Background: an optimization exercise with open tools, aiming at small area, a short achievable clock period and few clock cycles per item. Do not read the settings as production practice.
RTL that was checked went through simulation tests only; none was proved equivalent to the original.

==> build 56: inputs <==
// hsl_to_rgb_converter
module hsl_to_rgb_converter (
	input  logic clk,
	input  logic arst_n,
	input  logic hsl_valid,
	output logic hsl_stall,
	input  hsl_pkg::hsl_t hsl,
	output logic rgb_valid,
	input  logic rgb_stall,
	output hsl_pkg::rgb_t rgb
);
export LEC_CHECK = 0
export CAP_MARGIN = 20
export CORE_MARGIN = 2
export CORE_UTILIZATION = 40
export SETUP_SLACK_MARGIN = 3.0
export SLEW_MARGIN = 20
export SYNTH_HIERARCHICAL = 1
export SYNTH_MINIMUM_KEEP_SIZE = 0
create_clock -name core_clock -period 7.0 [get_ports {clk}]
standard.sh (not shown) runs the stock make flow with config.mk's settings and CLKGATE_MAP_FILE= SYNTH_SCRIPT=/design/flow/synth_recipe.tcl, a recipe that flattens the netlist after the stock synthesis.
==> flow/flow/run.sh <==
#!/bin/bash
# Layout flow: the standard flow (standard.sh) unchanged, except that the
# port buffers that global placement inserts are buf_2 cells rather than the
# default choice. Its full output goes to standard.log in this folder.
cp standard.sh standard_sh.txt.log
export BUFFER_PORTS_ARGS="-buffer_cell sky130_fd_sc_hd__buf_2"
bash standard.sh > standard.log 2>&1
==> inputs of build 87, as changes to build 56 <==
==> flow/run.sh (new file) <==
#!/bin/bash
# synth_recipe.tcl (not shown) runs the flow's synth.tcl, then flattens the netlist and writes it again
# the make line also repeats each setting of config.mk as NAME=value (left out here)
make -C /OpenROAD-flow-scripts/flow DESIGN_CONFIG=/design/flow/config.mk WORK_HOME=/design/flow/orfs CLKGATE_MAP_FILE= SYNTH_SCRIPT=/design/flow/synth_recipe.tcl finish
- SETUP_SLACK_MARGIN: 3.0 -> 3.4
removed: flow/flow/run.sh
removed: flow/standard.sh
==> comparison <==
- Against build 87, the wire length of build 56 is lower by about 6.5%.
- In synthesized cell count, build 56 and build 87 do not differ.
- Against build 56, the sequential share of layout area of build 87 is lower by 2.0 points.
- Cell area: build 87 is larger than build 56 (about 7%).
Testbench counts of build 56, summed over its fixed seeds: cycles 16,032, items 16,000.
Testbench counts of build 87, summed over its fixed seeds: cycles 16,032, items 16,000.

* * *

==> 07-25 <==
Another version of the RTL of hsl_to_rgb_converter (not shown whole).
## hsl_to_rgb_converter
module hsl_to_rgb_converter (
	input  logic clk,
	input  logic arst_n,
	input  logic hsl_valid,
	output logic hsl_stall,
	input  hsl_pkg::hsl_t hsl,
	output logic rgb_valid,
	input  logic rgb_stall,
	output hsl_pkg::rgb_t rgb
);
	logic v1, v2, v3, vo;
	logic adv;
	assign adv = !(vo && rgb_stall);
	always_ff @(posedge clk or negedge arst_n) begin
		if (!arst_n) begin
			v1 <= 1'b0;
			v2 <= 1'b0;
			v3 <= 1'b0;
			vo <= 1'b0;
		end else if (adv) begin
			v1 <= hsl_valid;
			v2 <= v1;
			v3 <= v2;
			vo <= v3;
		end
	end
	assign hsl_stall = !adv;
	assign rgb_valid = vo;
	logic [3:0] so1, st1, sn1;
	logic s41;
	logic [8:0] l1;
	logic gt1;
	logic [7:0] L1;
	logic [3:0] hb1;
	logic [7:0] hl1;
	logic [2:0] sec1;
	logic [15:0] P1;
	logic [11:0] G1;
	logic [15:0] P2;
	logic [8:0] l2;
	logic [2:0] sec2;
	logic [5:0] bo2, bt2, bn2;
	logic [71:0] r3;
	logic [2:0] sec3;
	logic [7:0] md, mx, mn;
	logic w0;
	logic w1;
	logic w2;
	logic w3;
	logic w4;
	logic w5;
	logic w6;
	logic w7;
	logic w8;
	logic w9;
	logic w10;
	logic w11;
	logic w12;
	logic w13;
	logic w14;
	logic w15;
	logic w16;
	logic w17;
	logic w18;
	logic w19;
	logic w20;
	logic w21;
	logic w22;
	logic w23;
	logic w24;
	logic w25;
	logic w26;
  ...
==> flow/config.mk <==
export PLATFORM = sky130hd
export DESIGN_NAME = hsl_to_rgb_converter
export DESIGN_NICKNAME = hsl_to_rgb_converter
export VERILOG_FILES = /design/flow/design.v
export SDC_FILE = /design/flow/constraint.sdc
export NUM_CORES = 4
export LEC_CHECK = 0
export CAP_MARGIN = 20
export CORE_MARGIN = 2
export CORE_UTILIZATION = 40
export SETUP_SLACK_MARGIN = 3.0
export SLEW_MARGIN = 20
export SYNTH_HIERARCHICAL = 1
export SYNTH_MINIMUM_KEEP_SIZE = 0
==> flow/constraint.sdc <==
create_clock -name core_clock -period 7.0 [get_ports {clk}]
set_input_delay 1.4000 -clock core_clock [delete_from_list [all_inputs] [get_ports {clk}]]
set_output_delay 1.4000 -clock core_clock [all_outputs]
set_load 0.01 [all_outputs]
==> flow/flow/run.sh <==
#!/bin/bash
# Layout flow: the standard flow (standard.sh) unchanged, except that the
# port buffers that global placement inserts are buf_2 cells rather than the
# default choice. Its full output goes to standard.log in this folder.
cp standard.sh standard_sh.txt.log
export BUFFER_PORTS_ARGS="-buffer_cell sky130_fd_sc_hd__buf_2"
bash standard.sh > standard.log 2>&1
==> 06-11: changes against 07-25 <==
==> flow/run.sh (new file) <==
#!/bin/bash
# synth_recipe.tcl (not shown) runs the flow's synth.tcl, then flattens the netlist and writes it again
# the make line also repeats each setting of config.mk as NAME=value (left out here)
make -C /OpenROAD-flow-scripts/flow DESIGN_CONFIG=/design/flow/config.mk WORK_HOME=/design/flow/orfs CLKGATE_MAP_FILE= SYNTH_SCRIPT=/design/flow/synth_recipe.tcl finish
removed: flow/flow/run.sh
removed: flow/standard.sh
==> impl_metrics.env <==
export IMPL_status="timing/DRC/antenna clean"
export IMPL_critPathTopFamily="buffers and inverters"
export IMPL_drive_gt1_frac=0.1055
-- figures above: 06-11

==> impl_metrics.env <==
export IMPL_status="timing/DRC/antenna clean"
export IMPL_drive_gt1_frac=0.1401
-- figures above: 07-25

Testbench counts of 07-25, summed over its fixed seeds: cycles 16,032, items 16,000.
Testbench counts of 06-11, summed over its fixed seeds: cycles 16,032, items 16,000.

* * *

==> inputs of branch juniper <==
Another version of the RTL of hsl_to_rgb_converter (not shown whole).
Settings: LEC_CHECK=0, ABC_AREA=1, CAP_MARGIN=20, CORE_MARGIN=2, CORE_UTILIZATION=40, SETUP_SLACK_MARGIN=3.25, SLEW_MARGIN=20, SYNTH_HIERARCHICAL=1, SYNTH_MINIMUM_KEEP_SIZE=0; clock period 7.0 ns.
==> flow/flow/run.sh <==
#!/bin/bash
# Layout flow: the standard flow (standard.sh) unchanged, except that the
# port buffers that global placement inserts are buf_2 cells rather than the
# default choice. Its full output goes to standard.log in this folder.
cp standard.sh standard_sh.txt.log
export BUFFER_PORTS_ARGS="-buffer_cell sky130_fd_sc_hd__buf_2"
bash standard.sh > standard.log 2>&1
==> branch zinc (differences from branch juniper) <==
SETUP_SLACK_MARGIN = 3.8   (was 3.25)
==> summary.txt <==
Layout filler cell count: branch zinc 3666; branch juniper 3935
Actual slew at the worst max-slew pin: branch zinc 0.959 ns; branch juniper 0.996 ns
Vias: branch zinc 12900; branch juniper 12100
Status: branch zinc complete, no violations; branch juniper complete, no violations
GR met2 Demand/Resource: branch zinc 0.322; branch juniper 0.293
Vias in the first global route: branch zinc 12800; branch juniper 12000
Final Wtd Congestion: branch zinc 0.900; branch juniper 0.908
Multi-In Gates: branch zinc 1254; branch juniper 1253
Number of cells in the finished layout apart from fillers: branch zinc 2435; branch juniper 2301
Dpl ws: branch zinc 3.26 ns; branch juniper 3.02 ns
Post-detailed-routing wire length: branch zinc 42700 um; branch juniper 38800 um
Drt first-iter violations: branch zinc 781; branch juniper 915
Critical path's largest stage delay: branch zinc 0.53 ns; branch juniper 0.51 ns
Reg2Reg Depth: branch zinc 14; branch juniper 16
Number of buffers inserted by post-CTS setup repair: branch zinc 92; branch juniper 1
Worst reg-to-reg setup slack: branch zinc 3.59 ns; branch juniper 3.38 ns
Area growth from synthesis to layout: branch zinc 23.0%; branch juniper 9.81%
End point of the critical path: branch zinc P2[14]; branch juniper P2[9]
Post-Layout Inst Area: branch zinc 0.0203 mm^2; branch juniper 0.0181 mm^2
Least setup slack across all paths after layout: branch zinc 3.59 ns; branch juniper 3.38 ns
Testbench counts of branch juniper, summed over its fixed seeds: cycles 16,032, items 16,000.
Testbench counts of branch zinc, summed over its fixed seeds: cycles 16,032, items 16,000.

* * *

==> delta <==
hsl_to_rgb_converter, a different RTL version from the one above (not shown whole).
## hsl_to_rgb_converter
module hsl_to_rgb_converter (
	input  logic clk,
	input  logic arst_n,
	input  logic hsl_valid,
	output logic hsl_stall,
	input  hsl_pkg::hsl_t hsl,
	output logic rgb_valid,
	input  logic rgb_stall,
	output hsl_pkg::rgb_t rgb
);
make LEC_CHECK=0 CAP_MARGIN=20 CORE_MARGIN=2 CORE_UTILIZATION=40 SETUP_SLACK_MARGIN=3.0 SLEW_MARGIN=20 SYNTH_HIERARCHICAL=1 SYNTH_MINIMUM_KEEP_SIZE=0 finish   # period 7.0 ns
run.sh (not shown) runs the stock make flow with config.mk's settings and CLKGATE_MAP_FILE= SYNTH_SCRIPT=/design/flow/synth_recipe.tcl, a recipe that flattens the netlist after the stock synthesis.
Stock flow here: none of the scripts above is used.
==> xenon (differences from delta) <==
--- a/flow/design.v
+++ b/flow/design.v
@@ -92,10 +92,11 @@
 		end
 	end
 	assign hsl_stall = !adv;
 	assign rgb_valid = vo;
 	logic [8:0] s1, l1;
+	logic gt1;
 	logic [7:0] L1;
 	logic [3:0] hb1;
 	logic [7:0] hl1;
 	logic [2:0] sec1;
 	logic [15:0] P1;
@@ -1712,11 +1713,11 @@
 	logic [7:0] L0;
 	logic [6:0] hr0;
 	always_comb begin
 		s0  = {hsl.saturation[8], hsl.saturation[7:0] & {8{!hsl.saturation[8]}}};
 		l0  = {hsl.lightness[8],  hsl.lightness[7:0]  & {8{!hsl.lightness[8]}}};
-		gt0 = !l0[8] && l0[7] && (|l0[6:0]);
+		gt0 = l0[8] || (l0[7] && (|l0[6:0]));
 		L0  = gt0 ? 8'(9'd256 - l0) : l0[7:0];
 		case (hsl.hue[14:8])
 			7'd0: hr0 = 7'h00;
 			7'd1: hr0 = 7'h01;
 			7'd2: hr0 = 7'h02;
@@ -1848,10 +1849,11 @@
 			default: hr0 = 7'h00;
 		endcase
 	end
 	logic [11:0] f1;
 	logic        hz1;
+	assign l1 = gt1 ? 9'(9'd256 - {1'b0, L1}) : {1'b0, L1};
 	assign hz1 = (hl1 == 8'd0);
 	assign f1[7:0]  = sec1[0] ? 8'(9'd256 - {1'b0, hl1}) : hl1;
 	assign f1[11:8] = hb1 + {3'd0, sec1[0] & hz1};
 	assign P1[0] = w0;
 	assign P1[1] = w161;
@@ -3207,11 +3209,11 @@
 	assign w1598 = w1440 ^ w1586;
 	assign w1599 = w1442 ^ w1588;
 	always_ff @(posedge clk) begin
 		if (adv) begin
 			s1   <= s0;
-			l1   <= l0;
+			gt1  <= gt0;
 			L1   <= L0;
 			hb1  <= hr0[3:0];
 			sec1 <= hr0[6:4];
 			hl1  <= hsl.hue[7:0];
 			P2   <= P1;
Settings changed: ABC_CLOCK_PERIOD_IN_PS set to 2500.
==> yarrow (differences from delta) <==
Settings changed: ABC_CLOCK_PERIOD_IN_PS set to 2500.
==> summary of the runs <==
yarrow completed without violations. delta passed the timing, DRC and antenna checks. xenon completed with no timing, DRC or antenna violations. In utilization, yarrow and delta do not differ. Count of clock-buffer cells in the layout is the same in xenon and yarrow. In yarrow the via count is higher than in xenon, by about 1.5%. Of xenon and delta, delta has the higher final cell count (gap about 1.6%, measured against delta).
==> figures <==
metric	xenon	yarrow	delta
FFs w/ async S/R, synth	2.27%	2.19%	2.19%
Outcome	finished clean	finished clean	finished clean
Number of inverters outside the clock class in the layout	83	87	87
Met2 layer usage reported by global route	30.3%	29.6%	29.6%
Tot GR Track Use	18.2%	18.3%	18.3%
Last element of the critical path	P2[14]$_DFFE_PN_	P2[15]$_DFFE_PN_	P2[15]$_DFFE_PN_
Clock latency reported for the late side of the worst-skew pair	460 ps	470 ps	470 ps
Routing usage on met3	2.46%	2.72%	2.72%
TritonCTS Sinks	176	183	183
Filler cell count in the final layout	3,917	3,944	3,944
Testbench counts of xenon, summed over its fixed seeds: cycles 16,032, items 16,000.
No functional check of the RTL was part of delta and yarrow.

* * *

==> run a <==
hsl_to_rgb_converter with an RTL version that a note above also has.
## hsl_to_rgb_converter
module hsl_to_rgb_converter (
	input  logic clk,
	input  logic arst_n,
	input  logic hsl_valid,
	output logic hsl_stall,
	input  hsl_pkg::hsl_t hsl,
	output logic rgb_valid,
	input  logic rgb_stall,
	output hsl_pkg::rgb_t rgb
);
==> flow/config.mk <==
export PLATFORM = sky130hd
export DESIGN_NAME = hsl_to_rgb_converter
export DESIGN_NICKNAME = hsl_to_rgb_converter
export VERILOG_FILES = /design/flow/design.v
export SDC_FILE = /design/flow/constraint.sdc
export NUM_CORES = 4
export LEC_CHECK = 0
export ABC_AREA = 1
export CAP_MARGIN = 20
export CORE_MARGIN = 2
export CORE_UTILIZATION = 55
export SETUP_SLACK_MARGIN = 3.0
export SLEW_MARGIN = 20
export SYNTH_HIERARCHICAL = 1
export SYNTH_MINIMUM_KEEP_SIZE = 0
==> flow/constraint.sdc <==
create_clock -name core_clock -period 7.0 [get_ports {clk}]
set_input_delay 1.4000 -clock core_clock [delete_from_list [all_inputs] [get_ports {clk}]]
set_output_delay 1.4000 -clock core_clock [all_outputs]
set_load 0.01 [all_outputs]
standard.sh (not shown) runs the stock make flow with config.mk's settings and CLKGATE_MAP_FILE= SYNTH_SCRIPT=/design/flow/synth_recipe.tcl, a recipe that flattens the netlist after the stock synthesis.
Scripts as last shown in full above: flow/flow/run.sh
==> inputs of run b, as changes to run a <==
- CORE_UTILIZATION: 55 -> 40
==> impl_summary.txt <==
----------------------------------------------------
[Die]
  Core Area ... approximately 30,000 µm²

[Worst setup path]
  Worst Reg-to-Reg Cells ... 6
  Slack of the worst reg-to-reg path ... 3.21 ns

[Status]
  Status ... timing/DRC/antenna clean

[STA]
  Final Worst Setup Slack ... between 3 and 4 ns

[Placement]
  Placed Instances ... ~2,100

[Final layout]
  Area growth from synthesis to layout ... 9.476%

[Drt]
  Met2 routed wirelength ... about 19 mm

----------------------------------------------------
The numbers above come from run a.

==> impl_summary.txt <==
----------------------------------------------------
[Status]
  Status ... timing/DRC/antenna clean

[Drt]
  Met2 routed wirelength ... around 20 mm

[Worst setup path]
  Worst Reg-to-Reg Cells ... 17
  Slack of the worst reg-to-reg path ... around 3.3 ns

[Final layout]
  Area growth from synthesis to layout ... 10.07%

[Placement]
  Placed Instances ... around 2,200

[STA]
  Final Worst Setup Slack ... between 3 and 4 ns

----------------------------------------------------
The numbers above come from run b.

Testbench counts of run a, summed over its fixed seeds: cycles 16,032, items 16,000.
Testbench counts of run b, summed over its fixed seeds: cycles 16,032, items 16,000.

* * *

==> inputs of build 88 <==
Another version of the RTL of hsl_to_rgb_converter (not shown whole).
## hsl_to_rgb_converter
module hsl_to_rgb_converter (
	input  logic clk,
	input  logic arst_n,
	input  logic hsl_valid,
	output logic hsl_stall,
	input  hsl_pkg::hsl_t hsl,
	output logic rgb_valid,
	input  logic rgb_stall,
	output hsl_pkg::rgb_t rgb
);
Settings: LEC_CHECK=0, ABC_AREA=1, CAP_MARGIN=20, CORE_MARGIN=2, CORE_UTILIZATION=40, SETUP_SLACK_MARGIN=3.5, SLEW_MARGIN=20, SYNTH_HIERARCHICAL=1, SYNTH_MINIMUM_KEEP_SIZE=0; clock period 7.0 ns.
Scripts as last shown in full above: flow/flow/run.sh
==> inputs of trial 96, as changes to build 88 <==
--- a/flow/design.v
+++ b/flow/design.v
@@ -3638,26 +3638,23 @@
 			r3[64] <= w1325;
 			r3[65] <= w1333;
 			sec3 <= sec2;
 		end
 	end
-	logic [23:0] ro;
-	logic [2:0]  so;
-	hsl_pkg::rgb_t y;
+	hsl_pkg::rgb_t y, ro;
+	always_comb begin
+		case (sec3)
+			3'd0:    y = {mx, md, mn};
+			3'd1:    y = {md, mx, mn};
+			3'd2:    y = {mn, mx, md};
+			3'd3:    y = {mn, md, mx};
+			3'd4:    y = {md, mn, mx};
+			default: y = {mx, mn, md};
+		endcase
+	end
 	always_ff @(posedge clk) begin
 		if (adv) begin
-			ro <= {mx, md, mn};
-			so <= sec3;
+			ro <= y;
 		end
 	end
-	always_comb begin
-		case (so)
-			3'd0:    y = {ro[23:16], ro[15:8], ro[7:0]};
-			3'd1:    y = {ro[15:8], ro[23:16], ro[7:0]};
-			3'd2:    y = {ro[7:0], ro[23:16], ro[15:8]};
-			3'd3:    y = {ro[7:0], ro[15:8], ro[23:16]};
-			3'd4:    y = {ro[15:8], ro[7:0], ro[23:16]};
-			default: y = {ro[23:16], ro[7:0], ro[15:8]};
-		endcase
-	end
-	assign rgb = y;
+	assign rgb = ro;
 endmodule
--- a/flow/config.mk
+++ b/flow/config.mk
@@ -7,9 +7,9 @@
 export LEC_CHECK = 0
 export ABC_AREA = 1
 export CAP_MARGIN = 20
 export CORE_MARGIN = 2
 export CORE_UTILIZATION = 40
-export SETUP_SLACK_MARGIN = 3.5
+export SETUP_SLACK_MARGIN = 3.6
 export SLEW_MARGIN = 20
 export SYNTH_HIERARCHICAL = 1
 export SYNTH_MINIMUM_KEEP_SIZE = 0
==> inputs of trial 83, as changes to build 88 <==
--- a/flow/design.v
+++ b/flow/design.v
@@ -3638,26 +3638,23 @@
 			r3[64] <= w1325;
 			r3[65] <= w1333;
 			sec3 <= sec2;
 		end
 	end
-	logic [23:0] ro;
-	logic [2:0]  so;
-	hsl_pkg::rgb_t y;
+	hsl_pkg::rgb_t y, ro;
+	always_comb begin
+		case (sec3)
+			3'd0:    y = {mx, md, mn};
+			3'd1:    y = {md, mx, mn};
+			3'd2:    y = {mn, mx, md};
+			3'd3:    y = {mn, md, mx};
+			3'd4:    y = {md, mn, mx};
+			default: y = {mx, mn, md};
+		endcase
+	end
 	always_ff @(posedge clk) begin
 		if (adv) begin
-			ro <= {mx, md, mn};
-			so <= sec3;
+			ro <= y;
 		end
 	end
-	always_comb begin
-		case (so)
-			3'd0:    y = {ro[23:16], ro[15:8], ro[7:0]};
-			3'd1:    y = {ro[15:8], ro[23:16], ro[7:0]};
-			3'd2:    y = {ro[7:0], ro[23:16], ro[15:8]};
-			3'd3:    y = {ro[7:0], ro[15:8], ro[23:16]};
-			3'd4:    y = {ro[15:8], ro[7:0], ro[23:16]};
-			default: y = {ro[23:16], ro[7:0], ro[15:8]};
-		endcase
-	end
-	assign rgb = y;
+	assign rgb = ro;
 endmodule
--- a/flow/config.mk
+++ b/flow/config.mk
@@ -7,9 +7,9 @@
 export LEC_CHECK = 0
 export ABC_AREA = 1
 export CAP_MARGIN = 20
 export CORE_MARGIN = 2
 export CORE_UTILIZATION = 40
-export SETUP_SLACK_MARGIN = 3.5
+export SETUP_SLACK_MARGIN = 3.0
 export SLEW_MARGIN = 20
 export SYNTH_HIERARCHICAL = 1
 export SYNTH_MINIMUM_KEEP_SIZE = 0
==> summary of the runs <==
Of trial 83 and trial 96, trial 83 has the higher sequential share of layout area (gap 1.6 points).
Between trial 83 and trial 96, the lower via count is in trial 83 (gap 4.5%, measured against trial 96).
The lowest cell count belongs to trial 83, the highest to trial 96.
Against trial 83, the non-clock buffer count of build 88 is higher by 72.
In synthesized area, trial 83 and build 88 hardly differ.
==> figures <==
metric                                                              trial 83                trial 96                     build 88
Run status                                          timing/DRC/antenna clean  timing/DRC/antenna clean     timing/DRC/antenna clean
Final worst path period share                                         52.99%                  48.70%                       49.00%
Reg2reg path depth                                                        18                      13                           14
Most common cell on crit path                                        nand2_1                    fa_1                            -
# nets final                                                            2055                    2131                         2083
Non-clock buffers                                                         66                     140                          138
Start-to-end type of the worst setup path             flip-flop to flip-flop  flip-flop to flip-flop  input pin to primary output
Number of flip-flops and latches                                         180                     180                          183
Layout-stage area growth over the synthesis result                    8.753%                  15.01%                       13.39%
Clock latency on the worst-skew pair                                  460 ps                  440 ps                       450 ps
Endpoint kind of the worst setup timing path                       flip-flop               flip-flop               primary output
Vertical die dimension                                              207.3 um                207.3 um                     207.1 um
Fraction of the yosys area taken by sequential cells                  32.59%                  32.59%                       33.18%
Testbench counts of build 88, summed over its fixed seeds: cycles 16,032, items 16,000.
Testbench counts of trial 96, summed over its fixed seeds: cycles 16,032, items 16,000.
Testbench counts of trial 83, summed over its fixed seeds: cycles 16,032, items 16,000.

-- separate check: timing with driven ports --
The results above use ideal ports. As a check the final layouts listed here were re-extracted and re-timed, cells and wires unchanged. Step 1: set_driving_cell puts a clkbuf_16 on clk and a buf_2 on each other input, an assumption about the parent block. Step 2 adds t to the input delays and takes it off the output delays; t is the mean of the earliest and latest rising clock arrival at the registers after step 1. Input paths then give back, and output paths get back, about the clock's delay inside the block. Three values: ideal ports, drivers, drivers and shift; two values: the first two.
| run | t (ns) | slack for setup (ns) | hold slack, ns | worst register clock-pin slew, ns | pins driven straight from the clock port |
|---|---|---|---|---|---|
| build 56 | 0.497 | 3.139 / 3.139 / 3.139 | 0.421 / 0.421 / 0.421 | 0.08 / 0.08 | 1 |
| build 87 | 0.508 | 3.324 / 3.324 / 3.064 | 0.419 / 0.419 / 0.419 | 0.08 / 0.08 | 1 |
| 07-25 | 0.498 | 3.153 / 3.153 / 3.153 | 0.418 / 0.418 / 0.418 | 0.08 / 0.08 | 1 |
| 06-11 | 0.494 | 3.123 / 3.098 / 2.972 | 0.420 / 0.420 / 0.420 | 0.08 / 0.08 | 1 |
| branch juniper | 0.500 | 3.377 / 3.377 / 3.377 | 0.413 / 0.413 / 0.413 | 0.08 / 0.08 | 1 |
| branch zinc | 0.493 | 3.595 / 3.595 / 3.595 | 0.430 / 0.430 / 0.430 | 0.07 / 0.07 | 1 |
| delta | 0.513 | 2.880 / 2.880 / 2.880 | 0.421 / 0.421 / 0.421 | 0.08 / 0.08 | 1 |
| xenon | 0.508 | 2.958 / 2.958 / 2.958 | 0.423 / 0.423 / 0.423 | 0.08 / 0.08 | 1 |
| yarrow | 0.513 | 2.880 / 2.880 / 2.880 | 0.421 / 0.421 / 0.421 | 0.08 / 0.08 | 1 |
| run a | 0.490 | 3.172 / 3.145 / 3.145 | 0.427 / 0.427 / 0.427 | 0.08 / 0.08 | 1 |
| run b | 0.518 | 3.195 / 3.175 / 3.175 | 0.408 / 0.408 / 0.408 | 0.09 / 0.09 | 1 |
| build 88 | 0.492 | 3.570 / 3.545 / 3.545 | 0.418 / 0.418 / 0.418 | 0.07 / 0.07 | 1 |
| trial 96 | 0.487 | 3.591 / 3.591 / 3.591 | 0.428 / 0.428 / 0.428 | 0.07 / 0.07 | 1 |
| trial 83 | 0.498 | 3.291 / 3.291 / 3.291 | 0.415 / 0.415 / 0.415 | 0.08 / 0.08 | 1 |
After both steps every run listed still meets setup and hold. The setup slack of build 87, which loses most, moves by 0.000 ns with the drivers and by -0.260 ns with both steps.
